This is an optimization exercise on Yosys and OpenROAD, whose aim is small area, a short achievable clock period and few clock cycles per item, not a production implementation.
At most, simulation tests tie the RTL to the original design; equivalence was not proved.
No functional check of the RTL was part of runs 1, 2 and 4 to 6.
Power is estimated from default activity; no workload was simulated.

==> flow/run.sh <==
#!/bin/bash
# synth_recipe.tcl (not shown) runs the flow's synth.tcl, then flattens the netlist and writes it again
# the make line also repeats each setting of config.mk as NAME=value (left out here)
make -C /OpenROAD-flow-scripts/flow DESIGN_CONFIG=/design/flow/config.mk WORK_HOME=/design/flow/orfs CLKGATE_MAP_FILE= SYNTH_SCRIPT=/design/flow/synth_recipe.tcl finish
==> flow/config.mk <==
export PLATFORM = sky130hd
export DESIGN_NAME = formant_peak_picker
export DESIGN_NICKNAME = formant_peak_picker
export VERILOG_FILES = /design/flow/design.v
export SDC_FILE = /design/flow/constraint.sdc
export NUM_CORES = 4
export LEC_CHECK = 0
export ABC_CLOCK_PERIOD_IN_PS = 2200
export CAP_MARGIN = 20
export CORE_MARGIN = 2
export CORE_UTILIZATION = 40
export PLACE_DENSITY = 0.6
export SETUP_SLACK_MARGIN = 4.3
export SLEW_MARGIN = 20
==> flow/constraint.sdc <==
create_clock -name core_clock -period 6.5 [get_ports {i_clk}]
set_input_delay 1.3000 -clock core_clock [delete_from_list [all_inputs] [get_ports {i_clk}]]
set_output_delay 1.3000 -clock core_clock [all_outputs]
set_load 0.01 [all_outputs]
==> flow/design.v <==
`timescale 1ns / 1ps
package fpp_pkg;
    localparam int AMP_W   = 16;
    localparam int FD_W    = AMP_W + 1;
    localparam int SD_W    = AMP_W + 2;
    localparam int TD_W    = AMP_W + 3;
    localparam int POS_W   = 11;           
    localparam int COUNT_W = 5;
    localparam int SLOT_W  = 4;
    localparam int START_W   = 20;
    localparam int STEP_W    = 16;
    localparam int MAX_W     = 5;
    localparam int CFG_W     = 20;
    localparam int CFG_IDX_W = 2;
    localparam int FREQ_W    = 27;
    localparam logic [START_W-1:0] RST_FREQ_START  = START_W'(0);
    localparam logic [STEP_W-1:0]  RST_FREQ_STEP   = STEP_W'(16);
    localparam logic [MAX_W-1:0]   RST_MAX_FORMANT = MAX_W'(10);
    localparam logic [CFG_IDX_W-1:0] CFG_FREQ_START   = 2'd0;
    localparam logic [CFG_IDX_W-1:0] CFG_FREQ_STEP    = 2'd1;
    localparam logic [CFG_IDX_W-1:0] CFG_MAX_FORMANTS = 2'd2;
endpackage
`timescale 1ns / 1ps
import fpp_pkg::*;
module fpp_detect (
    input  logic             i_clk,
    input  logic             i_valid,
    input  logic [AMP_W-1:0] i_amplitude,
    output logic             o_lt,         
    output logic             o_gt          
);
    logic [AMP_W-1:0]       r_prev_amp;
    logic signed [FD_W-1:0] r_prev_fd;
    logic signed [SD_W-1:0] r_prev_sd;
    logic signed [FD_W-1:0] fd;
    logic signed [SD_W-1:0] sd;
    logic [TD_W-1:0]        x0, x1, x2, x3;
    logic [TD_W-1:0]        s1, c1, s2, c2, td;
    always_comb begin
        x0 = {3'b000, i_amplitude};
        x1 = ~{3'b000, r_prev_amp};
        x2 = ~{{2{r_prev_fd[FD_W-1]}}, r_prev_fd};
        x3 = ~{r_prev_sd[SD_W-1], r_prev_sd};
        s1 = x0 ^ x1 ^ x2;
        c1 = {(x0[TD_W-2:0] & x1[TD_W-2:0]) | (x0[TD_W-2:0] & x2[TD_W-2:0]) |
              (x1[TD_W-2:0] & x2[TD_W-2:0]), 1'b1};
        s2 = s1 ^ c1 ^ x3;
        c2 = {(s1[TD_W-2:0] & c1[TD_W-2:0]) | (s1[TD_W-2:0] & x3[TD_W-2:0]) |
              (c1[TD_W-2:0] & x3[TD_W-2:0]), 1'b1};
        fd   = $signed({1'b0, i_amplitude}) - $signed({1'b0, r_prev_amp});
        sd   = s1[SD_W-1:0] + c1[SD_W-1:0] + 18'd1;
        td   = s2 + c2 + TD_W'(1);
        o_lt = td[TD_W-1];
        o_gt = !o_lt && !(&(s2 ^ c2));
    end
    always_ff @(posedge i_clk) begin
        if (i_valid) begin
            r_prev_amp <= i_amplitude;
            r_prev_fd  <= fd;
            r_prev_sd  <= sd;
        end
    end
endmodule
`timescale 1ns / 1ps
import fpp_pkg::*;
module formant_peak_picker (
    input  logic                 i_clk,
    input  logic                 i_rst_n,
    input  logic                 i_cfg_we,
    input  logic [CFG_IDX_W-1:0] i_cfg_index,
    input  logic [CFG_W-1:0]     i_cfg_data,
    input  logic                 i_in_valid,
    output logic                 o_in_stall,
    input  logic [AMP_W-1:0]     i_amplitude,
    input  logic                 i_last_bin,
    output logic                 o_out_valid,
    input  logic                 i_out_stall,
    output logic [FREQ_W-1:0]    o_formant_frequency,
    output logic [SLOT_W-1:0]    o_formant_slot,
    output logic                 o_overflow
);
    localparam int QN = 3;
    logic [START_W-1:0] r_freq_start;
    logic [STEP_W-1:0]  r_freq_step;
    logic [MAX_W-1:0]   r_limit;         
    always_ff @(posedge i_clk) begin
        if (!i_rst_n) begin
            r_freq_start <= RST_FREQ_START;
            r_freq_step  <= RST_FREQ_STEP;
            r_limit      <= RST_MAX_FORMANT;
        end else if (i_cfg_we) begin
            case (i_cfg_index)
                CFG_FREQ_START:   r_freq_start <= START_W'(i_cfg_data);
                CFG_FREQ_STEP:    r_freq_step  <= STEP_W'(i_cfg_data);
                CFG_MAX_FORMANTS: r_limit      <= (MAX_W'(i_cfg_data) > MAX_W'(16)) ?
                                                  MAX_W'(16) : MAX_W'(i_cfg_data);
                default: begin
                end
            endcase
        end
    end
    logic               r_stall;
    logic               r_in_valid;
    logic [AMP_W-1:0]   r_amp;
    logic               r_last;
    logic               in_accept;
    assign in_accept = i_in_valid && !r_stall;
    always_ff @(posedge i_clk) begin
        r_amp  <= i_amplitude;
        r_last <= i_last_bin;
    end
    logic d_lt, d_gt;
    fpp_detect u_detect (
        .i_clk       (i_clk),
        .i_valid     (r_in_valid),
        .i_amplitude (r_amp),
        .o_lt        (d_lt),
        .o_gt        (d_gt)
    );
    logic [2:0]         r_q [QN];
    logic [1:0]         r_qn;
    logic               go;
    logic               pop;
    logic [1:0]         qn_pop;
    logic [1:0]         n_qn;
    logic               r_out_valid;
    assign go     = !(r_out_valid && i_out_stall);
    assign pop    = go && (r_qn != 2'd0);
    assign qn_pop = r_qn - 2'(pop);
    assign n_qn   = qn_pop + 2'(r_in_valid);
    always_ff @(posedge i_clk) begin
        for (int i = 0; i < QN; i++) begin
            if (r_in_valid && qn_pop == 2'(i)) begin
                r_q[i] <= {d_lt, d_gt, r_last};
            end else if (pop && i < QN - 1) begin
                r_q[i] <= r_q[i+1];
            end
        end
    end
    always_ff @(posedge i_clk) begin
        if (!i_rst_n) begin
            r_in_valid <= 1'b0;
            r_qn       <= 2'd0;
            r_stall    <= 1'b0;
        end else begin
            r_in_valid <= in_accept;
            r_qn       <= n_qn;
            r_stall    <= (3'(in_accept) + 3'(n_qn)) >= 3'(QN);
        end
    end
    logic [POS_W-1:0]   r_pos;
    logic               r_falling;
    logic [COUNT_W-1:0] r_count;
    logic [FREQ_W-1:0]  r_freq;
    logic [SLOT_W-1:0]  r_slot;
    logic               r_ovf;
    logic               h_lt, h_gt, h_last;
    logic               active, ge3, lt4, room, peak;
    assign {h_lt, h_gt, h_last} = r_q[0];
    assign active = !r_pos[POS_W-1];
    assign ge3    = r_pos >= POS_W'(3);
    assign lt4    = r_pos < POS_W'(4);
    assign room   = r_count < COUNT_W'(r_limit);
    assign peak   = active && ge3 && h_gt && r_falling;
    always_ff @(posedge i_clk) begin
        if (!i_rst_n) begin
            r_pos       <= '0;
            r_falling   <= 1'b0;
            r_count     <= '0;
            r_out_valid <= 1'b0;
        end else begin
            if (go) begin
                r_out_valid <= pop && peak;
            end
            if (pop) begin
                if (active) begin
                    r_pos <= r_pos + POS_W'(1);
                    if (ge3) begin
                        if (h_lt) begin
                            r_falling <= 1'b1;
                        end else if (h_gt) begin
                            r_falling <= 1'b0;
                        end
                    end
                    if (peak && room) begin
                        r_count <= r_count + COUNT_W'(1);
                    end
                end
                if (h_last) begin
                    r_pos     <= '0;
                    r_falling <= 1'b0;
                    r_count   <= '0;
                end
            end
        end
    end
    always_ff @(posedge i_clk) begin
        if (pop) begin
            if (!room) begin
                r_freq <= '0;
            end else if (lt4) begin
                r_freq <= FREQ_W'(r_freq_start);
            end else begin
                r_freq <= r_freq + FREQ_W'(r_freq_step);
            end
            if (peak) begin
                r_slot <= room ? SLOT_W'(r_count) : '0;
                r_ovf  <= !room;
            end
        end
    end
    assign o_in_stall          = r_stall;
    assign o_out_valid         = r_out_valid;
    assign o_formant_frequency = r_freq;
    assign o_formant_slot      = r_slot;
    assign o_overflow          = r_ovf;
endmodule
==> summary.md, run 1 <==
| Metric | Value |
|---|---|
| Largest net degree at the start of global routing | 59 |
| Vias in the first global route | 7708 |
| Ratio of cells with drive above 1 in the final layout | 25.71% |
| Worst setup EP type | flop |
| Crit path max fanout | 3 |
| Setup Skew | 13.60 ps |
| Slowest CP cell | fa_2 |
| Antenna violations before repair | 0 |
| Worst skew pair latency | 430 ps |
| Die H | 161.9 µm |
| Vias per cell | 5.080 |
| #FFs+latches synth | 172 |
| Worst slew pin tran | 957.8 ps |
| Int Pwr | 0.002809 W |
| # nets final | 1338 |
| Total CTS buffers | 17 |
| Core area | 24390 µm² |
| IO Port Bufs | 77 |
| DP Wirelength | 14.70 mm |
| Asr flop ratio synth | 0% |
| Arrival time worst endpoint | 3470 ps |
| Crit path launch type | flop |
| Gate power share | 41.3% |
| Clock slew at reported path FFs | 70 ps |
| Predominant post-synthesis flop cell | edfxtp_1 |
| Kind of critical path | flop to flop |
| Crit path depth | 13 |
| Post-route setup slack | 3301 ps |
| Synthesized instance count | 1001 |
| Delay-heaviest family, CP | compound AO/OA/AOI/OAI gates |
| Ports | 78 |
| Hold buffers post-CTS | 0 |
| Area after DPL | 11330 µm² |
| Status | timing/DRC/antenna clean |
| Placed Instances | 1382 |
| Final number of hold-violating endpoints | 0 |
| DRC viols | 0 |
| Rel. slew slack | 36.15% |
| Global route overflow | 0 |
| Pwr Density | 319.9 nW/µm² |
| Mapped cell area | 9976 µm² |
| Max-Cap Viols | 0 |
| Pre-Repair DR Iteration Count | 6 |
| Tcrit/Tclk final | 49.21% |
| Post-route design area | 13260 µm² |
| Bufs and invs on worst path | 3 |
| First-pass GRT wire length | 38.16 mm |
| Via Count | 7712 |
| Number of slew-limit violations in the final report | 0 |
| Crit path top cell by count | inv_2 |
| Count of cell types in the netlist | 57 |
| Sum Neg Setup Slack | 0 ps |
| Pwr Total | 0.004242 W |
| CTS tree | yes |
| LEAKAGE | 5.482 nW |
| 1st-iter DRT viols | 520 |
| ANT cells | 0 |
| Worst r2r path cells | 13 |
| Share of the yosys chip area belonging to registers | 43.75% |
| Avg Synthesized Cell Area | 9.966 µm² |
| Fmax | 312.6 MHz |
| WP data required | 6770 ps |
| Hold path cells | 2 |
| Clock Path Buffers | 2 |
| Final setup viols | 0 |
| Rows | 57 |
| Sequential Power Share | 34.3% |
| Post-Route WL | 23.40 mm |
| Tmin final | 3199 ps |
| Fillers | 2173 |
| Finished Layout Cells | 1518 |
| Worst VDD drop | 0.1468 mV |
| Synth-to-Final Area Change | 32.92% |
| R2r setup slk | 3300 ps |
| Hold Path Class | flop to flop |
| Antenna-violating nets left | 0 |
| Die width | 161.9 µm |
| Syn Nets | 1158 |
| Largest stage delay on the critical path | 440 ps |
| Clock root buffer | clkbuf_16 |
| Sink Count | 172 |
| Wirelength per Cell | 15.41 µm |
| Cell chain of the critical path | inv_2 > fa_2 > inv_2 > ha_4 > inv_2 > fa_2 > a21o_1 > a21o_1 > a311oi_4 > a211oi_2 > o31a_1 > o2111a_1 > a211oi_2 |
| RD Place Congestion | 0.8924 |
| RSZ-0062 raised after global routing | yes |
| Power share of the clock group | 24.4% |
| Ys Warns | 3 |
| Switching power total | 0.001433 W |
| Dpl ws | 2396 ps |
| Initial Util | 40.90% |
| Number of synthesized flops with an enable pin | 92 |
| Sw frac | 33.78% |
| GRT Total Usage | 18.13% |
| Die area | 26220 µm² |
| H-tree depth | 4 |
[per-layer routing]
layer  GRT usage, %  vias up  part of all wire [%]
met2          30.95      200                    49
met3          2.937       27                   4.8
met5              0        -                     0
li1               -     3862                     -
met1          23.80     3623                    45
met4          5.310        0                   1.5
[kinds of logic after synthesis]
group,after synthesis,share of synthesized area [%]
adders and majority gates,113,16.81
AOI/OAI and AO/OA,241,16.18
DFF,172,43.75
buffers and inverters,131,5.004
and+or+nand+nor,295,13.80
xor gates and xnor gates,42,3.688
muxes,7,0.7776
[state kept, by name (all words and copies together) (netlist names), 2 cells and up]
name	flops
r_freq_start	20
r_q	9
r_slot	4
r_amp	16
r_count	5
r_freq	27
r_limit	5
u_detect.r_prev_amp	16
r_qn	2
u_detect.r_prev_sd	18
r_pos	11
r_freq_step	16
u_detect.r_prev_fd	17
[tightest hold or removal path, cell delays in order, from the launching register on]
cell	delay [ps]
dfxtp_1	310
nand2_1	40
a21boi_0	60
[power by group through the flow]
stage	registers, W	clock network (W)	logic, W
after floorplan	0.00150	0	0.000897
after global placement	0.00149	0	0.00125
after detailed placement	0.00149	0	0.00128
after CTS	0.00145	0.00107	0.00148
after global routing	0.00147	0.00111	0.00194
final	0.00145	0.00104	0.00175
[stage by stage]
step,hold WS (ps),util [%]
after floorplan,424.8,-
after global routing,490.0,54.37
after detailed placement,458.3,46.43
after global placement,453.9,46.43
final,463.8,54.37
after CTS,466.7,51.21
[synth_stat cells, drive strengths merged, types with 4 or more instances]
master	count	share of area (%)
a21boi	42	3.2
nand2	126	4.7
fa	35	7.0
and3	7	0.44
o31ai	5	0.38
nor3b	4	0.30
nand2b	10	0.63
a21o	24	1.8
nor2	55	2.1
xnor2	27	2.4
or3	6	0.38
ha	78	9.8
inv	108	4.1
o21ai	40	2.0
o211ai	10	0.75
edfxtp	92	28
nor3	10	0.50
nand4	10	0.63
o21a	12	0.90
xor2	15	1.3
mux2	6	0.68
o31a	4	0.35
dfxtp	80	16
a31oi	8	0.50
o211a	4	0.40
nand3	22	1.1
nor2b	14	0.88
and2	16	1.0
a211oi	12	1.0
a21oi	60	3.0
clkbuf	22	0.83
[worst paths after layout]
check,from,endpoint
max,u_detect.r_prev_amp[1],u_detect.r_prev_sd[17]
min,r_freq_start[11],r_freq_start[11]
max reg2reg,u_detect.r_prev_amp[1],u_detect.r_prev_sd[17]
min reg2reg,r_freq_start[11],r_freq_start[11]
[final cells by class]
| type | instances | area [µm²] | share of cell area [%] |
|---|---|---|---|
| clock inverter | 15 | 163.9 | 1.236 |
| timing repair buffer | 179 | 1536 | 11.59 |
| clock buffer | 17 | 425.4 | 3.208 |
| multi-input combinational | 701 | 5912 | 44.58 |
| sequential | 172 | 4379 | 33.03 |
| inverter | 108 | 425.4 | 3.208 |
| tap | 324 | 405.4 | 3.057 |
| timing repair inverter | 2 | 12.51 | 0.09436 |
[timing repair]
action / in CTS / in global routing
gates resized for setup: 223 / 86
cloned: 5 / 0
setup endpoints to repair: 184 / 116
pin swaps: 61 / 53
buffers inserted: 52 / 47
[cell usage in the layout (no fill, tap or decap), types with 15 or more instances in the layout]
cell and n:
ha_4 16, clkdlybuf4s50_1 39, xnor2_1 25, a21oi_2 15
inv_1 97, ha_1 58, fa_1 29, clkbuf_16 17
nor2_1 52, o21ai_0 27, buf_6 28, xor2_1 15
nand3_1 18, buf_2 29, nand2_1 121, a21o_1 24
a21oi_1 41, edfxtp_1 92, a21boi_0 37, dfxtp_1 72
buf_4 73
==> run 2, diff against run 1 <==
--- a/flow/config.mk
+++ b/flow/config.mk
@@ -6,9 +6,9 @@
 export NUM_CORES = 4
 export LEC_CHECK = 0
-export ABC_CLOCK_PERIOD_IN_PS = 2200
+export ABC_CLOCK_PERIOD_IN_PS = 2500
 export CAP_MARGIN = 20
 export CORE_MARGIN = 2
 export CORE_UTILIZATION = 40
 export PLACE_DENSITY = 0.6
-export SETUP_SLACK_MARGIN = 4.3
+export SETUP_SLACK_MARGIN = 4.0
 export SLEW_MARGIN = 20
==> summary.md, run 2 <==
| Metric | Value |
|---|---|
| Post-route setup slack | 3264 ps |
| Count leader, synth | nand2_1 |
| Commonest cells after routing, fill and taps aside | nand2_1, inv_1, edfxtp_1 |
| Tmin final | 3236 ps |
| Global route overflow | 0 |
| Setup Skew | 16.50 ps |
| Predominant post-synthesis flop cell | edfxtp_1 |
| Ratio of cells with drive above 1 in the final layout | 16.71% |
| Worst skew pair latency | 440 ps |
| CTS tree | yes |
| Top cells by area, synth | edfxtp_1, dfxtp_1, ha_1 |
| DP Wirelength | 14.67 mm |
| Antenna violations before repair | 0 |
| Sum Neg Setup Slack | 0 ps |
| Pre-Repair DR Iteration Count | 5 |
| Dpl ws | 2377 ps |
| Tcrit/Tclk final | 49.79% |
| LEAKAGE | 5.290 nW |
| Commonest non-fill, non-tap cell in the layout | nand2_1 |
| Multiplexer area fraction after synthesis | 0.7776% |
| Synth top area share | 27.69% |
| Via Count | 7544 |
| Ports | 78 |
| Sink Count | 172 |
| Synth Area in Compound Gates | 16.18% |
| Ys Warns | 3 |
| Kind of critical path | flop to flop |
| Wirelength per Cell | 14.94 µm |
| Max reg flops | 27 |
| Die width | 161.9 µm |
| Hold path cells | 2 |
| Initial Util | 40.90% |
| Core area | 24390 µm² |
| Avg Synthesized Cell Area | 9.966 µm² |
| Area leader, netlist | edfxtp_1 |
| GRT Total Usage | 17.29% |
| Hold Path Class | flop to flop |
| Top flop regs | r_freq x27, r_freq_start x20, u_detect.r_prev_sd x18 |
| Synth Area in XOR/XNOR | 3.687% |
| Total CTS buffers | 17 |
| Clock Path Buffers | 2 |
| Status | timing/DRC/antenna clean |
| Pwr Density | 318.0 nW/µm² |
| Syn Nets | 1158 |
| Fillers | 2226 |
| Min-delay src | r_freq_start[12] |
| Worst slew pin tran | 899.9 ps |
| RD Place Congestion | 0.8419 |
| #FFs+latches synth | 172 |
| Worst r2r path cells | 13 |
| Largest net degree at the start of global routing | 59 |
| Crit path max fanout | 3 |
| Main combinational cell family by area after synthesis | adder cells |
| Rel. slew slack | 40.01% |
| Fmax | 309.0 MHz |
| First-pass GRT wire length | 36.27 mm |
| Die H | 161.9 µm |
| Worst reg2reg path startpoint | u_detect.r_prev_amp[1] |
| R2r setup slk | 3260 ps |
| # nets final | 1299 |
| Post-Route WL | 22.10 mm |
| Worst Hold End | r_freq_start[12] |
| Placed Instances | 1382 |
| Vias per cell | 5.101 |
| Count of cell types in the netlist | 57 |
| Post-Synth Adder-Cell Area | 16.81% |
| Mapped cell area | 9976 µm² |
| Reg with most FFs | r_freq |
| Final setup viols | 0 |
| DRC viols | 0 |
| Synthesized instance count | 1001 |
| Worst R2R End | u_detect.r_prev_sd[17] |
| 1st-iter DRT viols | 417 |
| Arrival time worst endpoint | 3510 ps |
| IO Port Bufs | 77 |
| Asr flop ratio synth | 0% |
| H-tree depth | 4 |
| Finished Layout Cells | 1479 |
| Most frequent cells after synthesis | nand2_1, inv_1, edfxtp_1, dfxtp_1, ha_1 |
| Vias in the first global route | 7250 |
| Share of the yosys chip area belonging to registers | 43.75% |
| RSZ-0062 raised after global routing | yes |
| Number of slew-limit violations in the final report | 0 |
| Clock slew at reported path FFs | 80 ps |
| Rows | 57 |
| Final number of hold-violating endpoints | 0 |
| ANT cells | 0 |
| Antenna-violating nets left | 0 |
| Simple-gate area share of the yosys netlist | 13.80% |
| Worst setup EP type | flop |
| Die area | 26220 µm² |
| WP data required | 6780 ps |
| Worst VDD drop | 0.1493 mV |
| Clock root buffer | clkbuf_16 |
| Max-Cap Viols | 0 |
| Crit path launch type | flop |
| Synth-to-Final Area Change | 27.74% |
| Number of synthesized flops with an enable pin | 92 |
==> run 2: critical path, cell delays in order (launching register included) <==
cell	delay, ps
edfxtp_1	410
inv_2	90
fa_2	450
inv_2	90
ha_4	130
inv_2	40
fa_2	350
a21o_1	160
a21o_1	200
a311oi_4	310
a211oi_2	130
o31a_1	310
o2111a_1	260
a211oi_2	140
==> run 2: report_power, final <==
part | total (W) | switching, W | internal, W
clock network | 0.00100 | 0.000490 | 0.000511
logic | 0.00160 | 0.000820 | 0.000783
registers | 0.00145 | 0.0000906 | 0.00136
==> run 2: cell families after synthesis <==
| logic type | Yosys count |
|---|---|
| adder cells (fa/ha/maj) | 113 |
| AND/OR/NAND/NOR | 295 |
| flip-flops | 172 |
| XOR/XNOR | 42 |
| multiplexers | 7 |
| AO/OA/AOI/OAI | 241 |
| buffers and inverters | 131 |
==> run 2: routing by layer <==
layer	track usage (%)	up-vias	part of all wire [%]
li1	-	3786	-
met1	22.74	3608	47
met2	28.94	125	48
met3	3.601	25	4.0
met4	4.948	0	1.6
met5	0	-	0
==> run 2: timing repair <==
action / CTS / global route
resized for setup: 103 / 41
endpoints found under the setup margin: 154 / 72
gates cloned: 2 / 1
buffers inserted: 39 / 23
hold buffers: 0 / 0
pin swaps: 40 / 32
==> run 2: cell type report <==
cell class	instances	area, µm²	share of cell area [%]
multi-input combinational	700	5649	44.33
tap	324	405.4	3.181
inverter	108	439.2	3.446
clock inverter	15	147.6	1.159
sequential	172	4372	34.31
timing repair buffer	142	1296	10.17
clock buffer	17	425.4	3.338
timing repair inverter	1	8.758	0.06873
==> run 2: worst max-delay path by stage <==
stage,start,to,cells after the start
after floorplan,i_out_stall,r_stall,11
after global placement,i_out_stall,r_stall,11
after detailed placement,i_out_stall,r_stall,11
after CTS,u_detect.r_prev_amp[1],u_detect.r_prev_sd[17],13
after global routing,u_detect.r_prev_amp[1],u_detect.r_prev_sd[17],13
final,u_detect.r_prev_amp[1],u_detect.r_prev_sd[17],13
==> run 2: stage by stage <==
stage	cell area (µm²)	hold WS [ps]	utilization [%]	power [W]
finish	12740	467.0	52.25	0.004053
floorplan	10120	424.8	-	0.002378
global placement	11220	453.0	46.00	0.002727
CTS	12360	468.0	50.68	0.003931
global route	12740	480.7	52.25	0.004322
detailed placement	11220	458.7	46.00	0.002754
==> run 3, diff against run 2 <==
--- a/flow/design.v
+++ b/flow/design.v
@@ -35,22 +35,11 @@
     logic signed [FD_W-1:0] fd;
     logic signed [SD_W-1:0] sd;
-    logic [TD_W-1:0]        x0, x1, x2, x3;
-    logic [TD_W-1:0]        s1, c1, s2, c2, td;
+    logic signed [TD_W-1:0] td;
     always_comb begin
-        x0 = {3'b000, i_amplitude};
-        x1 = ~{3'b000, r_prev_amp};
-        x2 = ~{{2{r_prev_fd[FD_W-1]}}, r_prev_fd};
-        x3 = ~{r_prev_sd[SD_W-1], r_prev_sd};
-        s1 = x0 ^ x1 ^ x2;
-        c1 = {(x0[TD_W-2:0] & x1[TD_W-2:0]) | (x0[TD_W-2:0] & x2[TD_W-2:0]) |
-              (x1[TD_W-2:0] & x2[TD_W-2:0]), 1'b1};
-        s2 = s1 ^ c1 ^ x3;
-        c2 = {(s1[TD_W-2:0] & c1[TD_W-2:0]) | (s1[TD_W-2:0] & x3[TD_W-2:0]) |
-              (c1[TD_W-2:0] & x3[TD_W-2:0]), 1'b1};
         fd   = $signed({1'b0, i_amplitude}) - $signed({1'b0, r_prev_amp});
-        sd   = s1[SD_W-1:0] + c1[SD_W-1:0] + 18'd1;
-        td   = s2 + c2 + TD_W'(1);
+        sd   = SD_W'(fd) - SD_W'(r_prev_fd);
+        td   = TD_W'(sd) - TD_W'(r_prev_sd);
         o_lt = td[TD_W-1];
-        o_gt = !o_lt && !(&(s2 ^ c2));
+        o_gt = !td[TD_W-1] && (td != '0);
     end
     always_ff @(posedge i_clk) begin
--- a/flow/config.mk
+++ b/flow/config.mk
@@ -6,9 +6,7 @@
 export NUM_CORES = 4
 export LEC_CHECK = 0
-export ABC_CLOCK_PERIOD_IN_PS = 2500
 export CAP_MARGIN = 20
 export CORE_MARGIN = 2
 export CORE_UTILIZATION = 40
 export PLACE_DENSITY = 0.6
-export SETUP_SLACK_MARGIN = 4.0
 export SLEW_MARGIN = 20
==> summary.md, run 3 <==
| Metric | Value |
|---|---|
| Status | timing/DRC/antenna clean |
| Post-Synth Adder-Cell Area | 10.84% |
| Synth-to-Final Area Change | 18.02% |
| Largest stage delay on the critical path | 450 ps |
| Simple-gate area share of the yosys netlist | 16.66% |
| Count leader, synth | nand2_1 |
| Pre-Repair DR Iteration Count | 5 |
| Commonest cells after routing, fill and taps aside | nand2_1, inv_1, edfxtp_1 |
| Tcrit/Tclk final | 93.69% |
| Avg Synthesized Cell Area | 9.532 µm² |
| WP data required | 6680 ps |
| Synth Area in Compound Gates | 17.48% |
| Sum Neg Setup Slack | 0 ps |
| Total CTS buffers | 17 |
| R2r setup slk | 410 ps |
| Final setup viols | 0 |
| Syn Nets | 1148 |
| Worst reg2reg path startpoint | r_amp[0] |
| Tmin final | 6090 ps |
| Clock Path Buffers | 2 |
| Mapped cell area | 9742 µm² |
| Hold path cells | 0 |
| Arrival time worst endpoint | 6270 ps |
| Pwr Density | 376.2 nW/µm² |
| Synthesized instance count | 1022 |
| Area leader, netlist | edfxtp_1 |
| Via Count | 7357 |
| Sink Count | 172 |
| Asr flop ratio synth | 0% |
| Final core area utilization | 47.70% |
| GRT Total Usage | 16.06% |
| Crit path launch type | flop |
| Synth Area in XOR/XNOR | 4.675% |
| Die width | 160.1 µm |
| Rel. slew slack | 33.30% |
| CTS tree | yes |
| IO Port Bufs | 77 |
| DRC viols | 0 |
| Max reg flops | 27 |
| #FFs+latches synth | 172 |
| Worst slew pin tran | 999.4 ps |
| Share of the yosys chip area belonging to registers | 44.80% |
| Clock root buffer | clkbuf_16 |
| Commonest non-fill, non-tap cell in the layout | nand2_1 |
| First-pass GRT wire length | 33.82 mm |
| Max-Cap Viols | 0 |
| Count of cell types in the netlist | 76 |
| Vias per cell | 5.116 |
| # nets final | 1227 |
| Most frequent cells after synthesis | nand2_1, inv_1, edfxtp_1, dfxtp_1, ha_1 |
| Die H | 160.1 µm |
| Worst Hold End | u_detect.r_prev_amp[8] |
| Kind of critical path | flop to flop |
| RD Place Congestion | 0.8358 |
| Multiplexer area fraction after synthesis | 0.7835% |
| 1st-iter DRT viols | 297 |
| H-tree depth | 4 |
| Ratio of cells with drive above 1 in the final layout | 7.002% |
| Number of synthesized flops with an enable pin | 92 |
| Hold buffers post-CTS | 0 |
| Largest net degree at the start of global routing | 56 |
| Worst setup EP type | flop |
| Main combinational cell family by area after synthesis | compound AO/OA/AOI/OAI gates |
| Clock slew at reported path FFs | 80 ps |
| Top cells by area, synth | edfxtp_1, dfxtp_1, ha_1 |
| Top flop regs | r_freq x27, r_freq_start x20, u_detect.r_prev_sd x18 |
| Core area | 24110 µm² |
| Fmax | 164.2 MHz |
| Predominant post-synthesis flop cell | edfxtp_1 |
| Antenna violations before repair | 0 |
| Ys Warns | 3 |
| Worst skew pair latency | 430 ps |
| Setup Skew | 13.99 ps |
| LEAKAGE | 4.608 nW |
| Die area | 25620 µm² |
| Min-delay src | r_amp[8] |
| Synth top area share | 28.36% |
| Antenna-violating nets left | 0 |
| Worst R2R End | r_q[1][1] |
| Global route overflow | 0 |
| ANT cells | 0 |
| Crit path max fanout | 7 |
| Post-Route WL | 20.16 mm |
| Ports | 78 |
| Worst r2r path cells | 31 |
| Reg with most FFs | r_freq |
| Initial Util | 40.41% |
| Number of slew-limit violations in the final report | 0 |
| Slowest CP cell | or4b_1 |
| Hold Path Class | flop to flop |
| Rows | 57 |
| Vias in the first global route | 7076 |
| Final number of hold-violating endpoints | 0 |
| DP Wirelength | 14.18 mm |
| Worst VDD drop | 0.1644 mV |
| Wirelength per Cell | 14.02 µm |
[run 3: kinds of logic after synthesis]
logic type               Yosys count
AO/OA/AOI/OAI                    249
XOR/XNOR                          52
adder cells (fa/ha/maj)           82
buffers and inverters            120
flip-flops                       172
multiplexers                       7
AND/OR/NAND/NOR                  340
[run 3: final cells by class]
type,instances,area [µm²]
tap,324,405.4
clock buffer,18,439.2
timing repair buffer,86,838.3
sequential,172,4365
fill,2352,12610
multi-input combinational,730,4954
inverter,94,352.8
clock inverter,14,142.6
[run 3: worst max-delay path: cells and delay by family, from the launching register on]
family | cells | cell delay, ps
XOR/XNOR | 1 | 190
buffers and inverters | 2 | 100
adder cells (fa/ha/maj) | 4 | 1170
AND/OR/NAND/NOR | 8 | 1650
flip-flops | 1 | 320
AO/OA/AOI/OAI | 16 | 2390
[run 3: worst max-delay path by stage]
stage | from | endpoint | slack, ps | cells past startpoint
2_1_floorplan | r_amp[0] | r_q[0][1] | 850 | 29
3_3_place_gp | r_amp[0] | r_q[0][1] | 330 | 30
3_5_place_dp | r_amp[0] | r_q[1][1] | 170 | 30
4_1_cts | r_amp[0] | r_q[1][1] | 150 | 30
5_1_grt | r_amp[0] | r_q[1][1] | -1 | 30
6_report | r_amp[0] | r_q[1][1] | 410 | 31
[run 3: layer usage]
layer  up-vias  share of wire, %  global-route usage [%]
met5         -                 0                       0
met4         0               1.2                   4.464
met3        16               3.6                   3.091
met2       120                47                   27.74
met1      3449                48                   20.56
li1       3772                 -                       -
[run 3: per-stage QoR]
step	instance area, µm²	total power (W)	worst slack (ps)	hold WS, ps	std cells
after floorplan	9742	0.002829	847.2	408.2	1022
after global placement	10860	0.003298	325.0	419.8	1402
after detailed placement	10860	0.003318	168.3	423.8	1402
after CTS	11440	0.004345	150.5	444.5	1434
after global routing	11500	0.004628	-0.9783	451.1	1438
final	11500	0.004325	409.9	446.4	1438
[run 3: power breakdown]
group          internal, W  leakage, nW  switching [W]
Sequential         0.00136         1.53      0.0000871
Combinational     0.000820         2.79        0.00105
Clock             0.000523        0.285       0.000484
Total              0.00271         4.61        0.00162
[run 3: what timing repair did]
item | 4_1_cts | 5_1_grt
gates resized for setup | 0 | 7
setup buffers | 0 | 4
setup endpoints to repair | 0 | 3
Testbench counts of run 3, summed over its fixed seeds: cycles 32,783, bins 32,768.
==> run 4, diff against run 3 <==
--- a/flow/design.v
+++ b/flow/design.v
@@ -4,5 +4,5 @@
     localparam int FD_W    = AMP_W + 1;
     localparam int SD_W    = AMP_W + 2;
-    localparam int TD_W    = AMP_W + 3;
+    localparam int U_W     = AMP_W + 3;
     localparam int POS_W   = 11;           
     localparam int COUNT_W = 5;
@@ -25,29 +25,49 @@
 module fpp_detect (
     input  logic             i_clk,
+    input  logic             i_rst_n,
     input  logic             i_valid,
     input  logic [AMP_W-1:0] i_amplitude,
+    input  logic             i_last_bin,
+    output logic             o_valid,
     output logic             o_lt,         
-    output logic             o_gt          
+    output logic             o_gt,         
+    output logic             o_last_bin
 );
     logic [AMP_W-1:0]       r_prev_amp;
-    logic signed [FD_W-1:0] r_prev_fd;
-    logic signed [SD_W-1:0] r_prev_sd;
     logic signed [FD_W-1:0] fd;
-    logic signed [SD_W-1:0] sd;
-    logic signed [TD_W-1:0] td;
-    always_comb begin
-        fd   = $signed({1'b0, i_amplitude}) - $signed({1'b0, r_prev_amp});
-        sd   = SD_W'(fd) - SD_W'(r_prev_fd);
-        td   = TD_W'(sd) - TD_W'(r_prev_sd);
-        o_lt = td[TD_W-1];
-        o_gt = !td[TD_W-1] && (td != '0);
-    end
+    assign fd = $signed({1'b0, i_amplitude}) - $signed({1'b0, r_prev_amp});
     always_ff @(posedge i_clk) begin
         if (i_valid) begin
             r_prev_amp <= i_amplitude;
-            r_prev_fd  <= fd;
-            r_prev_sd  <= sd;
-        end
-    end
+        end
+    end
+    logic                   r_valid;
+    logic signed [FD_W-1:0] r_fd;
+    logic                   r_last;
+    logic signed [FD_W-1:0] r_prev_fd;
+    logic signed [U_W-1:0]  r_u;
+    logic signed [U_W-1:0]  fd_w;
+    always_ff @(posedge i_clk) begin
+        if (!i_rst_n) begin
+            r_valid <= 1'b0;
+        end else begin
+            r_valid <= i_valid;
+        end
+    end
+    always_ff @(posedge i_clk) begin
+        r_fd   <= fd;
+        r_last <= i_last_bin;
+    end
+    assign fd_w = {{(U_W-FD_W){r_fd[FD_W-1]}}, r_fd};
+    always_ff @(posedge i_clk) begin
+        if (r_valid) begin
+            r_prev_fd <= r_fd;
+            r_u       <= (fd_w <<< 1) - {{(U_W-FD_W){r_prev_fd[FD_W-1]}}, r_prev_fd};
+        end
+    end
+    assign o_valid    = r_valid;
+    assign o_lt       = fd_w < r_u;
+    assign o_gt       = fd_w > r_u;
+    assign o_last_bin = r_last;
 endmodule
 `timescale 1ns / 1ps
@@ -69,5 +89,5 @@
     output logic                 o_overflow
 );
-    localparam int QN = 3;
+    localparam int QN = 4;
     logic [START_W-1:0] r_freq_start;
     logic [STEP_W-1:0]  r_freq_step;
@@ -99,27 +119,32 @@
         r_last <= i_last_bin;
     end
-    logic d_lt, d_gt;
+    logic d_valid, d_lt, d_gt, d_last;
     fpp_detect u_detect (
         .i_clk       (i_clk),
+        .i_rst_n     (i_rst_n),
         .i_valid     (r_in_valid),
         .i_amplitude (r_amp),
+        .i_last_bin  (r_last),
+        .o_valid     (d_valid),
         .o_lt        (d_lt),
-        .o_gt        (d_gt)
+        .o_gt        (d_gt),
+        .o_last_bin  (d_last)
     );
     logic [2:0]         r_q [QN];
-    logic [1:0]         r_qn;
+    logic [QN-1:0]      r_qv;
+    logic [QN-1:0]      qv_pop;
+    logic [QN-1:0]      q_wr;
     logic               go;
     logic               pop;
-    logic [1:0]         qn_pop;
-    logic [1:0]         n_qn;
     logic               r_out_valid;
+    logic               flight_1, flight_2, flight_3;
     assign go     = !(r_out_valid && i_out_stall);
-    assign pop    = go && (r_qn != 2'd0);
-    assign qn_pop = r_qn - 2'(pop);
-    assign n_qn   = qn_pop + 2'(r_in_valid);
+    assign pop    = go && r_qv[0];
+    assign qv_pop = pop ? {1'b0, r_qv[QN-1:1]} : r_qv;
+    assign q_wr   = {QN{d_valid}} & ~qv_pop & {qv_pop[QN-2:0], 1'b1};
     always_ff @(posedge i_clk) begin
         for (int i = 0; i < QN; i++) begin
-            if (r_in_valid && qn_pop == 2'(i)) begin
-                r_q[i] <= {d_lt, d_gt, r_last};
+            if (q_wr[i]) begin
+                r_q[i] <= {d_lt, d_gt, d_last};
             end else if (pop && i < QN - 1) begin
                 r_q[i] <= r_q[i+1];
@@ -127,13 +152,18 @@
         end
     end
+    assign flight_1 = in_accept || r_in_valid || d_valid;
+    assign flight_2 = (in_accept && r_in_valid) || (in_accept && d_valid) ||
+                      (r_in_valid && d_valid);
+    assign flight_3 = in_accept && r_in_valid && d_valid;
     always_ff @(posedge i_clk) begin
         if (!i_rst_n) begin
             r_in_valid <= 1'b0;
-            r_qn       <= 2'd0;
+            r_qv       <= '0;
             r_stall    <= 1'b0;
         end else begin
             r_in_valid <= in_accept;
-            r_qn       <= n_qn;
-            r_stall    <= (3'(in_accept) + 3'(n_qn)) >= 3'(QN);
+            r_qv       <= qv_pop | q_wr;
+            r_stall    <= qv_pop[3] || (qv_pop[2] && flight_1) ||
+                          (qv_pop[1] && flight_2) || (qv_pop[0] && flight_3);
         end
     end
--- a/flow/config.mk
+++ b/flow/config.mk
@@ -10,3 +10,4 @@
 export CORE_UTILIZATION = 40
 export PLACE_DENSITY = 0.6
+export SETUP_SLACK_MARGIN = 4.2
 export SLEW_MARGIN = 20
==> summary.md, run 4 <==
| Metric | Value |
|---|---|
| Status | timing/DRC/antenna clean |
| Sum Neg Setup Slack | 0 ps |
| Kind of critical path | flop to flop |
| Number of synthesized flops with an enable pin | 96 |
| Reg with most FFs | r_freq |
| Fmax | 374.8 MHz |
| Sw frac | 28.92% |
| LEAKAGE | 5.069 nW |
| Post-Synth Adder-Cell Area | 9.803% |
| Sequential Power Share | 46.3% |
| Worst R2R End | r_freq[20] |
| Fillers | 2317 |
| Commonest non-fill, non-tap cell in the layout | nand2_1 |
| Tcrit/Tclk final | 41.05% |
| Top cells by area, synth | edfxtp_1, dfxtp_1, ha_1 |
| 1st-iter DRT viols | 446 |
| Main combinational cell family by area after synthesis | compound AO/OA/AOI/OAI gates |
| CTS tree | yes |
| ANT cells | 0 |
| Initial Util | 40.29% |
| Post-route design area | 12870 µm² |
| #FFs+latches synth | 197 |
| Pwr Density | 243.1 nW/µm² |
| Cell chain of the critical path | ha_4 > fa_2 > a211oi_4 > o21bai_2 > o221ai_4 > a21boi_4 > buf_4 > o21ai_1 > xor2_1 > nor2_1 |
| Setup Skew | 17.58 ps |
| Area leader, netlist | edfxtp_1 |
| Ys Warns | 3 |
| Max reg flops | 27 |
| Die width | 162.6 µm |
| Number of slew-limit violations in the final report | 0 |
| Die H | 162.6 µm |
| Clock Path Buffers | 2 |
| Rows | 58 |
| Clock root buffer | clkbuf_16 |
| Synthesized instance count | 1007 |
| DRC viols | 0 |
| Worst slew pin tran | 1031 ps |
| Int Pwr | 0.002224 W |
| Crit path max fanout | 6 |
| Clock slew at reported path FFs | 80 ps |
| Synth Area in XOR/XNOR | 3.745% |
| Area after DPL | 11230 µm² |
| Crit path launch type | flop |
| Synth top area share | 28.66% |
| Worst r2r path cells | 10 |
| Synth Area in Compound Gates | 16.55% |
| IO Port Bufs | 77 |
| RSZ-0062 raised after global routing | yes |
| Worst skew pair latency | 440 ps |
| Worst setup EP type | flop |
| Synth-to-Final Area Change | 27.97% |
| Predominant post-synthesis flop cell | dfxtp_1 |
| Core area | 24960 µm² |
| Commonest cells after routing, fill and taps aside | nand2_1, edfxtp_1, dfxtp_1 |
| WP data required | 6670 ps |
| R2r setup slk | 3830 ps |
| RD Place Congestion | 0.8244 |
| Multiplexer area fraction after synthesis | 1.406% |
| Worst VDD drop | 0.1432 mV |
| Share of the yosys chip area belonging to registers | 48.77% |
| Pre-Repair DR Iteration Count | 5 |
| Die area | 26430 µm² |
| Syn Nets | 1128 |
| Post-Route WL | 24.59 mm |
| Worst reg2reg path startpoint | r_freq[0] |
| Antenna violations before repair | 0 |
| Antenna-violating nets left | 0 |
| DP Wirelength | 15.71 mm |
| Dpl ws | 3142 ps |
| Gate power share | 20.6% |
| Switching power total | 0.0009048 W |
| Avg Synthesized Cell Area | 9.987 µm² |
| Count leader, synth | nand2_1 |
| Total CTS buffers | 17 |
| Vias per cell | 5.328 |
| Rel. slew slack | 31.16% |
| Global route overflow | 0 |
| Tmin final | 2668 ps |
| Count of cell types in the netlist | 73 |
| First-pass GRT wire length | 38.77 mm |
| Top flop regs | r_freq x27, r_freq_start x20, u_detect.r_u x19 |
| Asr flop ratio synth | 0% |
| Ports | 78 |
| Post-route setup slack | 3832 ps |
| GRT Total Usage | 18.36% |
| Ratio of cells with drive above 1 in the final layout | 22.29% |
| Mapped cell area | 10060 µm² |
| Largest net degree at the start of global routing | 56 |
| Wirelength per Cell | 16.58 µm |
| Final setup viols | 0 |
| Most frequent cells after synthesis | nand2_1, dfxtp_1, edfxtp_1, inv_1, ha_1 |
| Hold Path Class | flop to flop |
| Via Count | 7901 |
| Arrival time worst endpoint | 2830 ps |
| Vias in the first global route | 7715 |
| Slowest CP cell | edfxtp_1 |
| Max-Cap Viols | 0 |
| Final number of hold-violating endpoints | 0 |
| Sink Count | 197 |
| Largest stage delay on the critical path | 440 ps |
| H-tree depth | 4 |
| # nets final | 1261 |
| Worst setup path startpoint | r_freq[0] |
| Simple-gate area share of the yosys netlist | 15.53% |
| Crit path capture | r_freq[20] |
| Power share of the clock group | 33.1% |
==> run 4: per-stage QoR <==
step                      util (%)  hold WS (ps)  cells  power [W]
after floorplan                  -         309.6   1007   0.001846
after global placement       44.97         358.0   1388   0.001992
after detailed placement     44.97         361.9   1388   0.002000
after CTS                    49.51         381.1   1462   0.003088
after global routing         51.55         387.4   1483   0.003277
final                        51.55         382.4   1483   0.003129
==> run 4: worst min-delay path by stage <==
stage,from,endpoint,cells past startpoint
final,r_last,u_detect.r_last,0
after CTS,r_last,u_detect.r_last,0
after detailed placement,r_last,u_detect.r_last,0
after global placement,r_last,u_detect.r_last,0
after floorplan,r_last,u_detect.r_last,0
after global routing,r_last,u_detect.r_last,0
==> run 4: cell families (layout without fill, tap and decap cells) <==
kind of cell / Yosys count / in the layout
compound gates: 247 / 247
xor+xnor: 43 / 43
fa+ha+maj: 77 / 77
buf+inv: 110 / 253
flops: 197 / 197
mux: 13 / 13
simple gates: 320 / 323
==> run 4: layout make-up <==
cell class              count  area [µm²]  share of cell area, %
clock buffers              20       456.7                  3.549
clock inverters            12       110.1                 0.8555
inverters                  80       331.6                  2.576
multi-input cells         703        5480                  42.58
flip-flops and latches    197        4918                  38.22
well taps                 330       412.9                  3.208
repair buffers            140        1144                  8.886
repair inverters            1       16.27                 0.1264
==> run 4: power by group through the flow <==
stage               logic, W  registers [W]  clock network (W)
floorplan           0.000392        0.00145                  0
global placement    0.000520        0.00147                  0
detailed placement  0.000528        0.00147                  0
CTS                 0.000588        0.00145            0.00105
global route        0.000718        0.00146            0.00110
finish              0.000646        0.00145            0.00104
==> run 4: repair_timing <==
| action | in CTS | in global routing |
|---|---|---|
| setup buffers | 41 | 18 |
| resized for setup | 219 | 75 |
| pin swaps | 25 | 40 |
| cloned | 1 | 3 |
| setup endpoints to repair | 165 | 89 |
| endpoints found under the hold margin | 0 | 0 |
| hold buffers | 0 | 0 |
==> run 4: critical path, delay by kind of cell, from the launching register on <==
family	cells	cell delay [ps]
flops	1	440
fa+ha+maj	2	630
simple gates	1	60
xor+xnor	1	190
compound gates	5	930
buf+inv	1	150
==> run 4: layer usage <==
metal  vias to the layer above  track usage, %  share of wire [%]
li1                       3893               -                  -
met3                        38           3.005                3.6
met4                         0           5.551                2.0
met1                      3797           24.52                 47
met5                         -               0                  0
met2                       173           30.72                 48
==> run 5, diff against run 4 <==
--- a/flow/config.mk
+++ b/flow/config.mk
@@ -8,6 +8,6 @@
 export CAP_MARGIN = 20
 export CORE_MARGIN = 2
-export CORE_UTILIZATION = 40
-export PLACE_DENSITY = 0.6
+export CORE_UTILIZATION = 65
+export PLACE_DENSITY = 0.75
 export SETUP_SLACK_MARGIN = 4.2
 export SLEW_MARGIN = 20
==> summary.md, run 5 <==
| Metric | Value |
|---|---|
| Placed Instances | 1245 |
| H-tree depth | 4 |
| Arrival time worst endpoint | 2730 ps |
| RD Place Congestion | 0.8799 |
| 1st-iter DRT viols | 650 |
| DRC viols | 0 |
| Final setup viols | 0 |
| Share of the yosys chip area belonging to registers | 48.77% |
| GRT Total Usage | 29.47% |
| Via Count | 8149 |
| Final core area utilization | 84.06% |
| Post-route setup slack | 3953 ps |
| Synth-to-Final Area Change | 26.59% |
| Clock slew at reported path FFs | 80 ps |
| Pre-Repair DR Iteration Count | 5 |
| Synthesized instance count | 1007 |
| Crit path capture | r_freq[24] |
| Number of synthesized flops with an enable pin | 96 |
| Synth Area in Compound Gates | 16.55% |
| Global route overflow | 0 |
| Max reg flops | 27 |
| Setup Skew | 10.15 ps |
| Top flop regs | r_freq x27, r_freq_start x20, u_detect.r_u x19 |
| Multiplexer area fraction after synthesis | 1.406% |
| First-pass GRT wire length | 38.06 mm |
| Simple-gate area share of the yosys netlist | 15.53% |
| Max-Cap Viols | 0 |
| Asr flop ratio synth | 0% |
| Number of slew-limit violations in the final report | 0 |
| LEAKAGE | 5.070 nW |
| Core area | 15150 µm² |
| Final number of hold-violating endpoints | 0 |
| Sum Neg Setup Slack | 0 ps |
| Tmin final | 2547 ps |
| Worst r2r path cells | 9 |
| Die H | 128.4 µm |
| Vias per cell | 6.072 |
| Ys Warns | 3 |
| Post-Route WL | 25.00 mm |
| Die area | 16480 µm² |
| Most frequent cells after synthesis | nand2_1, dfxtp_1, edfxtp_1, inv_1, ha_1 |
| Mapped cell area | 10060 µm² |
| Crit path launch type | flop |
| Top cells by area, synth | edfxtp_1, dfxtp_1, ha_1 |
| Worst setup path startpoint | r_freq[0] |
| Die width | 128.4 µm |
| Pwr Total | 0.003143 W |
| #FFs+latches synth | 197 |
| Post-Synth Adder-Cell Area | 9.803% |
| Ratio of cells with drive above 1 in the final layout | 23.05% |
| Worst R2R End | r_freq[24] |
| Fillers | 860 |
| Wirelength per Cell | 18.63 µm |
| Synth top area share | 28.66% |
| Crit path max fanout | 6 |
| Reg with most FFs | r_freq |
| Main combinational cell family by area after synthesis | compound AO/OA/AOI/OAI gates |
| Tcrit/Tclk final | 39.19% |
| Rows | 45 |
| Largest net degree at the start of global routing | 56 |
| Hold Path Class | flop to flop |
| Fmax | 392.6 MHz |
| Syn Nets | 1128 |
| Predominant post-synthesis flop cell | dfxtp_1 |
| Synth Area in XOR/XNOR | 3.745% |
| Worst slew pin tran | 993.2 ps |
| Worst setup EP type | flop |
| Status | timing/DRC/antenna clean |
| Antenna violations before repair | 0 |
| Sequential cell area | 4916 µm² |
| Dpl ws | 3145 ps |
| Pwr Density | 246.9 nW/µm² |
| Count of cell types in the netlist | 73 |
| WP data required | 6690 ps |
| Count leader, synth | nand2_1 |
| # nets final | 1262 |
| Ports | 78 |
| ANT cells | 0 |
| DP Wirelength | 15.12 mm |
| Worst skew pair latency | 440 ps |
| Multi-input gate area | 5464 µm² |
| Kind of critical path | flop to flop |
| Sink Count | 197 |
| Commonest cells after routing, fill and taps aside | nand2_1, edfxtp_1, dfxtp_1 |
| Commonest non-fill, non-tap cell in the layout | nand2_1 |
| Vias in the first global route | 7689 |
| Initial Util | 66.40% |
| Hold buffers post-CTS | 0 |
| Total CTS buffers | 17 |
| Finished Layout Cells | 1342 |
| Clock root buffer | clkbuf_16 |
| CTS tree | yes |
| IO Port Bufs | 77 |
| Area leader, netlist | edfxtp_1 |
| Worst reg2reg path startpoint | r_freq[0] |
| Antenna-violating nets left | 0 |
| Rel. slew slack | 33.69% |
| RSZ-0062 raised after global routing | yes |
| Worst VDD drop | 0.2719 mV |
| Avg Synthesized Cell Area | 9.987 µm² |
| Clock Path Buffers | 2 |
| R2r setup slk | 3950 ps |
## run 5: critical path, stage by stage, from the launching register on
cell and delay [ps]:
edfxtp_1 430, ha_4 200, fa_2 380, a211oi_4 260, o21bai_2 120, o221ai_2 240
a21boi_4 140, o21ai_2 200, xor2_1 260, nor2_1 70
## run 5: cell type report
type                    count  area share [%]
multi-input cells         701           42.92
flip-flops and latches    197           38.61
repair buffers            144           9.356
clock buffers              17           3.342
inverters                  80           2.624
well taps                 188           1.848
clock inverters            15           1.297
## run 5: cells by family after synthesis
kind of cell | after synthesis
simple gates | 320
compound gates | 247
mux | 13
flops | 197
fa+ha+maj | 77
xor+xnor | 43
buf+inv | 110
## run 5: worst min path at each step
stage            from         endpoint  slack (ps)  cells past startpoint
2_1_floorplan  r_last  u_detect.r_last         310                      0
3_3_place_gp   r_last  u_detect.r_last         320                      0
3_5_place_dp   r_last  u_detect.r_last         320                      0
4_1_cts        r_last  u_detect.r_last         330                      0
5_1_grt        r_last  u_detect.r_last         330                      0
6_report       r_last  u_detect.r_last         330                      0
## run 5: layer usage
layer | global-route usage (%) | wire length, µm | up-vias | share of wire [%]
met3 | 5.322 | 1556 | 49 | 6.2
met4 | 8.920 | 522 | 0 | 2.1
li1 | - | - | 3884 | -
met5 | 0 | 0 | - | 0
met1 | 40.53 | 11080 | 3925 | 44
met2 | 48.09 | 11850 | 291 | 47
## run 5: report_power, final
part           internal [W]  switching, W
Sequential          0.00139     0.0000581
Combinational      0.000298      0.000341
Clock              0.000546      0.000506
## run 5: through the flow
step           hold slack, ps  cell area, µm²
4_1_cts                 330.5           12230
6_report                328.7           12730
2_1_floorplan           309.6           10140
3_5_place_dp            319.6           11040
5_1_grt                 333.4           12730
3_3_place_gp            320.0           11040
## run 5: timing repair
action	in CTS	in global routing
setup endpoints to repair	149	116
pin swaps	32	46
buffers inserted	41	22
gates cloned	0	2
resized for setup	226	77
==> run 6, diff against run 5 <==
--- a/flow/design.v
+++ b/flow/design.v
@@ -89,5 +89,5 @@
     output logic                 o_overflow
 );
-    localparam int QN = 4;
+    localparam int QN = 3;
     logic [START_W-1:0] r_freq_start;
     logic [STEP_W-1:0]  r_freq_step;
@@ -110,20 +110,13 @@
     end
     logic               r_stall;
-    logic               r_in_valid;
-    logic [AMP_W-1:0]   r_amp;
-    logic               r_last;
     logic               in_accept;
     assign in_accept = i_in_valid && !r_stall;
-    always_ff @(posedge i_clk) begin
-        r_amp  <= i_amplitude;
-        r_last <= i_last_bin;
-    end
     logic d_valid, d_lt, d_gt, d_last;
     fpp_detect u_detect (
         .i_clk       (i_clk),
         .i_rst_n     (i_rst_n),
-        .i_valid     (r_in_valid),
-        .i_amplitude (r_amp),
-        .i_last_bin  (r_last),
+        .i_valid     (in_accept),
+        .i_amplitude (i_amplitude),
+        .i_last_bin  (i_last_bin),
         .o_valid     (d_valid),
         .o_lt        (d_lt),
@@ -138,5 +131,4 @@
     logic               pop;
     logic               r_out_valid;
-    logic               flight_1, flight_2, flight_3;
     assign go     = !(r_out_valid && i_out_stall);
     assign pop    = go && r_qv[0];
@@ -152,18 +144,12 @@
         end
     end
-    assign flight_1 = in_accept || r_in_valid || d_valid;
-    assign flight_2 = (in_accept && r_in_valid) || (in_accept && d_valid) ||
-                      (r_in_valid && d_valid);
-    assign flight_3 = in_accept && r_in_valid && d_valid;
-    always_ff @(posedge i_clk) begin
-        if (!i_rst_n) begin
-            r_in_valid <= 1'b0;
-            r_qv       <= '0;
-            r_stall    <= 1'b0;
+    always_ff @(posedge i_clk) begin
+        if (!i_rst_n) begin
+            r_qv    <= '0;
+            r_stall <= 1'b0;
         end else begin
-            r_in_valid <= in_accept;
-            r_qv       <= qv_pop | q_wr;
-            r_stall    <= qv_pop[3] || (qv_pop[2] && flight_1) ||
-                          (qv_pop[1] && flight_2) || (qv_pop[0] && flight_3);
+            r_qv    <= qv_pop | q_wr;
+            r_stall <= qv_pop[2] || (qv_pop[1] && (in_accept || d_valid)) ||
+                       (qv_pop[0] && in_accept && d_valid);
         end
     end
--- a/flow/config.mk
+++ b/flow/config.mk
@@ -8,6 +8,6 @@
 export CAP_MARGIN = 20
 export CORE_MARGIN = 2
-export CORE_UTILIZATION = 65
-export PLACE_DENSITY = 0.75
+export CORE_UTILIZATION = 40
+export PLACE_DENSITY = 0.6
 export SETUP_SLACK_MARGIN = 4.2
 export SLEW_MARGIN = 20
==> summary.md, run 6 <==
| Metric | Value |
|---|---|
| Vias in the first global route | 7136 |
| Crit path max fanout | 3 |
| Hold buffers post-CTS | 0 |
| Worst setup EP type | flop |
| Power share of the clock group | 32.4% |
| Arrival time worst endpoint | 3050 ps |
| Sum Neg Setup Slack | 0 ps |
| Clock root buffer | clkbuf_16 |
| Crit path launch type | flop |
| Sw frac | 29.81% |
| Largest stage delay on the critical path | 410 ps |
| Synth Area in XOR/XNOR | 4.468% |
| Global route overflow | 0 |
| Largest net degree at the start of global routing | 47 |
| Sequential Power Share | 43.8% |
| Post-Route WL | 21.62 mm |
| Simple-gate area share of the yosys netlist | 15.01% |
| ANT cells | 0 |
| Final setup viols | 0 |
| Commonest cells after routing, fill and taps aside | nand2_1, edfxtp_1, dfxtp_1 |
| Die area | 24260 µm² |
| Worst VDD drop | 0.1674 mV |
| RSZ-0062 raised after global routing | yes |
| Most frequent cells after synthesis | nand2_1, edfxtp_1, dfxtp_1, ha_1, inv_1 |
| Post-route design area | 12340 µm² |
| Top flop regs | r_freq x27, r_freq_start x20, u_detect.r_u x19 |
| Multi-input gate area | 5184 µm² |
| Sequential cell area | 4439 µm² |
| LEAKAGE | 4.997 nW |
| Avg Synthesized Cell Area | 9.802 µm² |
| Mapped cell area | 9214 µm² |
| Clock slew at reported path FFs | 70 ps |
| Area leader, netlist | edfxtp_1 |
| Synthesized instance count | 940 |
| Rel. slew slack | 53.88% |
| Max reg flops | 27 |
| Synth-to-Final Area Change | 33.96% |
| Tmin final | 2861 ps |
| CTS tree | yes |
| Predominant post-synthesis flop cell | edfxtp_1 |
| Final number of hold-violating endpoints | 0 |
| Crit path top cell by count | a211o_1 |
| Rows | 55 |
| Pwr Density | 246.6 nW/µm² |
| Number of slew-limit violations in the final report | 0 |
| Ports | 78 |
| RD Place Congestion | 0.8772 |
| Share of the yosys chip area belonging to registers | 48.13% |
| Commonest non-fill, non-tap cell in the layout | nand2_1 |
| Switching power total | 0.0009076 W |
| Fillers | 1982 |
| Int Pwr | 0.002137 W |
| Worst skew pair latency | 440 ps |
| Setup Skew | 17.79 ps |
| Tcrit/Tclk final | 44.02% |
| DP Wirelength | 13.63 mm |
| 1st-iter DRT viols | 485 |
| DRC viols | 0 |
| IO Port Bufs | 77 |
| Count leader, synth | nand2_1 |
| Fmax | 349.5 MHz |
| Kind of critical path | flop to flop |
| Synth Area in Compound Gates | 16.66% |
| Count of cell types in the netlist | 59 |
| Top cells by area, synth | edfxtp_1, dfxtp_1, ha_1 |
| Total CTS buffers | 17 |
| Clock Path Buffers | 2 |
| Wirelength per Cell | 15.34 µm |
| Die width | 155.8 µm |
| Reg with most FFs | r_freq |
| Cell chain of the critical path | ha_2 > fa_2 > a211o_1 > a211o_1 > a41o_1 > a221o_1 > a21oi_2 > nor4_1 > a311o_1 |
| Main combinational cell family by area after synthesis | compound AO/OA/AOI/OAI gates |
| Antenna violations before repair | 0 |
| Status | timing/DRC/antenna clean |
| Hold Path Class | flop to flop |
| Synth top area share | 30.31% |
| GRT Total Usage | 18.29% |
| Gate power share | 23.8% |
| Core area | 22640 µm² |
| Initial Util | 40.70% |
| Pre-Repair DR Iteration Count | 6 |
| Ratio of cells with drive above 1 in the final layout | 25.89% |
| Area after DPL | 10550 µm² |
| Max-Cap Viols | 0 |
| Via Count | 7329 |
| Vias per cell | 5.202 |
| Sink Count | 175 |
| Asr flop ratio synth | 0% |
| Die H | 155.8 µm |
| Ys Warns | 3 |
| # nets final | 1232 |
| Number of synthesized flops with an enable pin | 93 |
| Post-Synth Adder-Cell Area | 10.70% |
| First-pass GRT wire length | 35.04 mm |
| Slowest CP cell | edfxtp_1 |
| H-tree depth | 4 |
| Syn Nets | 1061 |
| Delay-heaviest family, CP | compound AO/OA/AOI/OAI gates |
| Bufs and invs on worst path | 0 |
| WP data required | 6690 ps |
| Antenna-violating nets left | 0 |
| Multiplexer area fraction after synthesis | 1.032% |
| Worst slew pin tran | 686.2 ps |
| #FFs+latches synth | 175 |
==> run 6: cell types whose count changed in the layout (fill, tap and decap cells not counted), moves of 9 or more <==
cell,delta
dfxtp_1,-16
buf_4,+9
o21ai_0,+11
clkdlybuf4s50_1,-11
buf_6,+17
nor3_1,-9
==> run 6: routing by layer <==
| layer | GRT usage [%] | up-vias | wire [µm] |
|---|---|---|---|
| li1 | - | 3692 | - |
| met1 | 22.33 | 3444 | 9518 |
| met2 | 32.41 | 162 | 10650 |
| met3 | 3.472 | 31 | 980 |
| met4 | 6.204 | 0 | 466 |
| met5 | 0 | - | 0 |
==> run 6: power by group through the flow <==
| stage | clock network, W | logic, W | registers (W) |
|---|---|---|---|
| 2_1_floorplan | 0 | 0.000459 | 0.00135 |
| 3_3_place_gp | 0 | 0.000597 | 0.00136 |
| 3_5_place_dp | 0 | 0.000606 | 0.00136 |
| 4_1_cts | 0.00102 | 0.000682 | 0.00133 |
| 5_1_grt | 0.00105 | 0.000818 | 0.00135 |
| 6_report | 0.000986 | 0.000724 | 0.00133 |
==> run 6: worst paths after layout <==
check,start,end,slack [ps],cells after the start
min,u_detect.r_fd[0],u_detect.r_prev_fd[0],450,0
min reg2reg,u_detect.r_fd[0],u_detect.r_prev_fd[0],450,0
max,r_freq[0],r_freq[14],3640,9
max reg2reg,r_freq[0],r_freq[14],3640,9
==> run 6: timing repair <==
action / in CTS / in global routing
gates resized for setup: 267 / 62
gates cloned: 6 / 0
buffers inserted: 70 / 19
pin swaps: 54 / 40
endpoints found under the setup margin: 197 / 110
==> run 6: layout make-up <==
cell class,count,share of cell area [%]
well taps,285,2.889
multi-input cells,673,42.00
flip-flops and latches,175,35.97
inverters,74,2.433
repair inverters,2,0.1216
clock inverters,15,1.135
repair buffers,168,12.01
clock buffers,17,3.447
==> run 6: per-stage QoR <==
stage | hold WS, ps | instances | utilization (%) | power, W | setup WS (ps)
floorplan | 430.6 | 940 | - | 0.001805 | 3602
global route | 474.8 | 1409 | 54.52 | 0.003218 | 3561
global placement | 448.7 | 1282 | 46.60 | 0.001957 | 2773
finish | 451.6 | 1409 | 54.52 | 0.003044 | 3639
detailed placement | 454.6 | 1282 | 46.60 | 0.001967 | 2759
CTS | 463.7 | 1390 | 52.77 | 0.003032 | 3631
==> run 6: logic make-up after synthesis <==
logic type,count (synthesis)
XOR/XNOR,47
adder cells (fa/ha/maj),77
AND/OR/NAND/NOR,298
flip-flops,175
AO/OA/AOI/OAI,238
multiplexers,9
buffers and inverters,96
==> run 7, diff against run 6 <==
--- a/flow/design.v
+++ b/flow/design.v
@@ -200,4 +200,10 @@
         end
     end
+    logic [STEP_W:0]          lo_sum;
+    logic [FREQ_W-STEP_W-1:0] hi_inc;
+    logic [FREQ_W-1:0]        freq_add;
+    assign lo_sum   = {1'b0, r_freq[STEP_W-1:0]} + {1'b0, r_freq_step};
+    assign hi_inc   = r_freq[FREQ_W-1:STEP_W] + 1'b1;
+    assign freq_add = {lo_sum[STEP_W] ? hi_inc : r_freq[FREQ_W-1:STEP_W], lo_sum[STEP_W-1:0]};
     always_ff @(posedge i_clk) begin
         if (pop) begin
@@ -207,5 +213,5 @@
                 r_freq <= FREQ_W'(r_freq_start);
             end else begin
-                r_freq <= r_freq + FREQ_W'(r_freq_step);
+                r_freq <= freq_add;
             end
             if (peak) begin
--- a/flow/config.mk
+++ b/flow/config.mk
@@ -8,6 +8,6 @@
 export CAP_MARGIN = 20
 export CORE_MARGIN = 2
-export CORE_UTILIZATION = 40
-export PLACE_DENSITY = 0.6
+export CORE_UTILIZATION = 65
+export PLACE_DENSITY = 0.75
 export SETUP_SLACK_MARGIN = 4.2
 export SLEW_MARGIN = 20
==> summary.md, run 7 <==
| Metric | Value |
|---|---|
| Reg with most FFs | r_freq |
| Asr flop ratio synth | 0% |
| Arrival time worst endpoint | 3030 ps |
| Pwr Density | 258.3 nW/µm² |
| Global route overflow | 0 |
| Post-route design area | 12220 µm² |
| Fmax | 350.3 MHz |
| Synth Area in XOR/XNOR | 4.860% |
| # nets final | 1220 |
| Top flop regs | r_freq x27, r_freq_start x20, u_detect.r_u x19 |
| Bufs and invs on worst path | 1 |
| Area after DPL | 10310 µm² |
| Crit path top cell by count | nand4_1 |
| Vias in the first global route | 7535 |
| Clock root buffer | clkbuf_16 |
| DRC viols | 0 |
| Clock slew at reported path FFs | 60 ps |
| Synth Area in Compound Gates | 16.19% |
| Die width | 122.9 µm |
| Worst slew pin tran | 641.0 ps |
| DP Wirelength | 13.33 mm |
| Clock Path Buffers | 2 |
| Via Count | 7876 |
| LEAKAGE | 5.074 nW |
| Hold Path Class | flop to flop |
| Min-delay src | u_detect.r_fd[0] |
| ANT cells | 0 |
| Post-Synth Adder-Cell Area | 10.86% |
| Commonest cells after routing, fill and taps aside | nand2_1, edfxtp_1, buf_4 |
| Count of cell types in the netlist | 69 |
| Dpl ws | 2654 ps |
| Count leader, synth | nand2_1 |
| Pre-Repair DR Iteration Count | 8 |
| 1st-iter DRT viols | 679 |
| Multiplexer area fraction after synthesis | 0.9529% |
| Core area | 13830 µm² |
| Top cells by area, synth | edfxtp_1, dfxtp_1, ha_1 |
| Worst setup path startpoint | r_freq[0] |
| WP data required | 6680 ps |
| Ratio of cells with drive above 1 in the final layout | 26.64% |
| Kind of critical path | flop to flop |
| IO Port Bufs | 77 |
| Die area | 15110 µm² |
| Worst reg2reg path startpoint | r_freq[0] |
| Vias per cell | 6.101 |
| Rows | 43 |
| Initial Util | 66.47% |
| Sequential cell area | 4439 µm² |
| Routed wl met2 | 12.88 mm |
| Number of synthesized flops with an enable pin | 93 |
| Post-Route WL | 25.10 mm |
| Area leader, netlist | edfxtp_1 |
| Sink Count | 175 |
| Max Used Layer | met4 |
| Predominant post-synthesis flop cell | edfxtp_1 |
| Worst VDD drop | 0.2235 mV |
| Largest stage delay on the critical path | 440 ps |
| Worst setup EP type | flop |
| Max-Cap Viols | 0 |
| Syn Nets | 1033 |
| Total CTS buffers | 17 |
| Hold buffers post-CTS | 0 |
| Final number of hold-violating endpoints | 0 |
| Crit path max fanout | 6 |
| Rel. slew slack | 57.03% |
| Status | timing/DRC/antenna clean |
| Synthesized instance count | 911 |
| Ys Warns | 3 |
| Avg Synthesized Cell Area | 10.09 µm² |
| Multi-input gate area | 5041 µm² |
| CTS tree | yes |
-- run 7: cell count changes after synthesis, moves of 5 or more --
cell / delta
a21o_1: +7
and3_1: -5
xor2_1: +5
a21oi_1: -9
nand2_1: -21
o21ai_0: -23
a31oi_1: -5
nand2b_1: +5
-- run 7: stage by stage --
step / utilization, % / cells / hold WS (ps)
after CTS: 84.73 / 1264 / 466.0
after global routing: 88.36 / 1291 / 473.6
after detailed placement: 74.56 / 1152 / 459.3
after global placement: 74.56 / 1152 / 452.0
after floorplan: - / 911 / 430.6
final: 88.36 / 1291 / 463.8
-- run 7: worst reg2reg max path, delay by kind of cell (launching register included) --
family	cells	cell delay (ps)
fa+ha+maj	2	630
flops	1	440
buf+inv	1	140
compound gates	5	1000
simple gates	2	390
-- run 7: final cells by class --
class                      instances  area share, %
clock buffer                      21          3.850
clock inverter                    11         0.8500
inverter                          77          2.478
multi-input combinational        639          41.26
sequential                       175          36.33
tap                              180          1.843
timing repair buffer             187          13.34
timing repair inverter             1        0.04096
-- run 7: logic make-up (layout without fill, tap and decap cells) --
family | count (synthesis) | in the layout
simple gates | 285 | 285
compound gates | 216 | 217
flops | 175 | 175
buf+inv | 98 | 297
fa+ha+maj | 78 | 78
xor+xnor | 51 | 51
mux | 8 | 8
-- run 7: report_power, final --
part | switching (W) | internal (W)
Combinational | 0.000427 | 0.000392
Clock | 0.000434 | 0.000562
Sequential | 0.0000589 | 0.00128
-- run 7: final timing paths --
kind / to / depth (start not counted)
max reg2reg: r_freq[22] / 10
max: r_freq[22] / 10
min reg2reg: u_detect.r_prev_fd[0] / 0
min: u_detect.r_prev_fd[0] / 0
-- run 7: what timing repair did --
item                                    in CTS  in global routing
pin swaps                                   58                 60
endpoints found under the setup margin     169                100
resized for setup                          231                 66
buffers inserted                            78                 26
endpoints found under the hold margin        0                  0
cloned                                       2                  1
-- run 7: routing by layer --
metal / global-route usage, % / up-vias
met5: 0 / -
li1: - / 3622
met3: 5.397 / 124
met4: 13.15 / 0
met2: 54.80 / 415
met1: 34.39 / 3715
Testbench counts of run 7, summed over its fixed seeds: cycles 32,783, bins 32,768.

## static timing again, ports no longer ideal
In the flow no input, the clock included, has a driving cell. The finished layouts below were timed again as built, in two steps.
Step 1, drivers: a clkbuf_16 drives i_clk and a buf_2 each remaining input, both assumed.
Step 2 times the ports against the registers' clock, not the clock port: input delays grow and output delays shrink by t, the midpoint of the rising clock arrivals with the driver on.
Three values: ideal, step 1, step 2; two values: the first two.
| run | t, ns | slack for setup (ns) |
|---|---|---|
| run 1 | 0.472 | 3.301 / 3.301 / 3.301 |
| run 2 | 0.476 | 3.264 / 3.264 / 3.264 |
| run 3 | 0.475 | 0.410 / 0.410 / 0.410 |
| run 4 | 0.483 | 3.832 / 3.832 / 3.764 |
| run 5 | 0.483 | 3.953 / 3.953 / 3.786 |
| run 6 | 0.477 | 3.639 / 3.639 / 3.409 |
| run 7 | 0.469 | 3.645 / 3.645 / 3.272 |
After both steps every run listed still meets setup and hold.
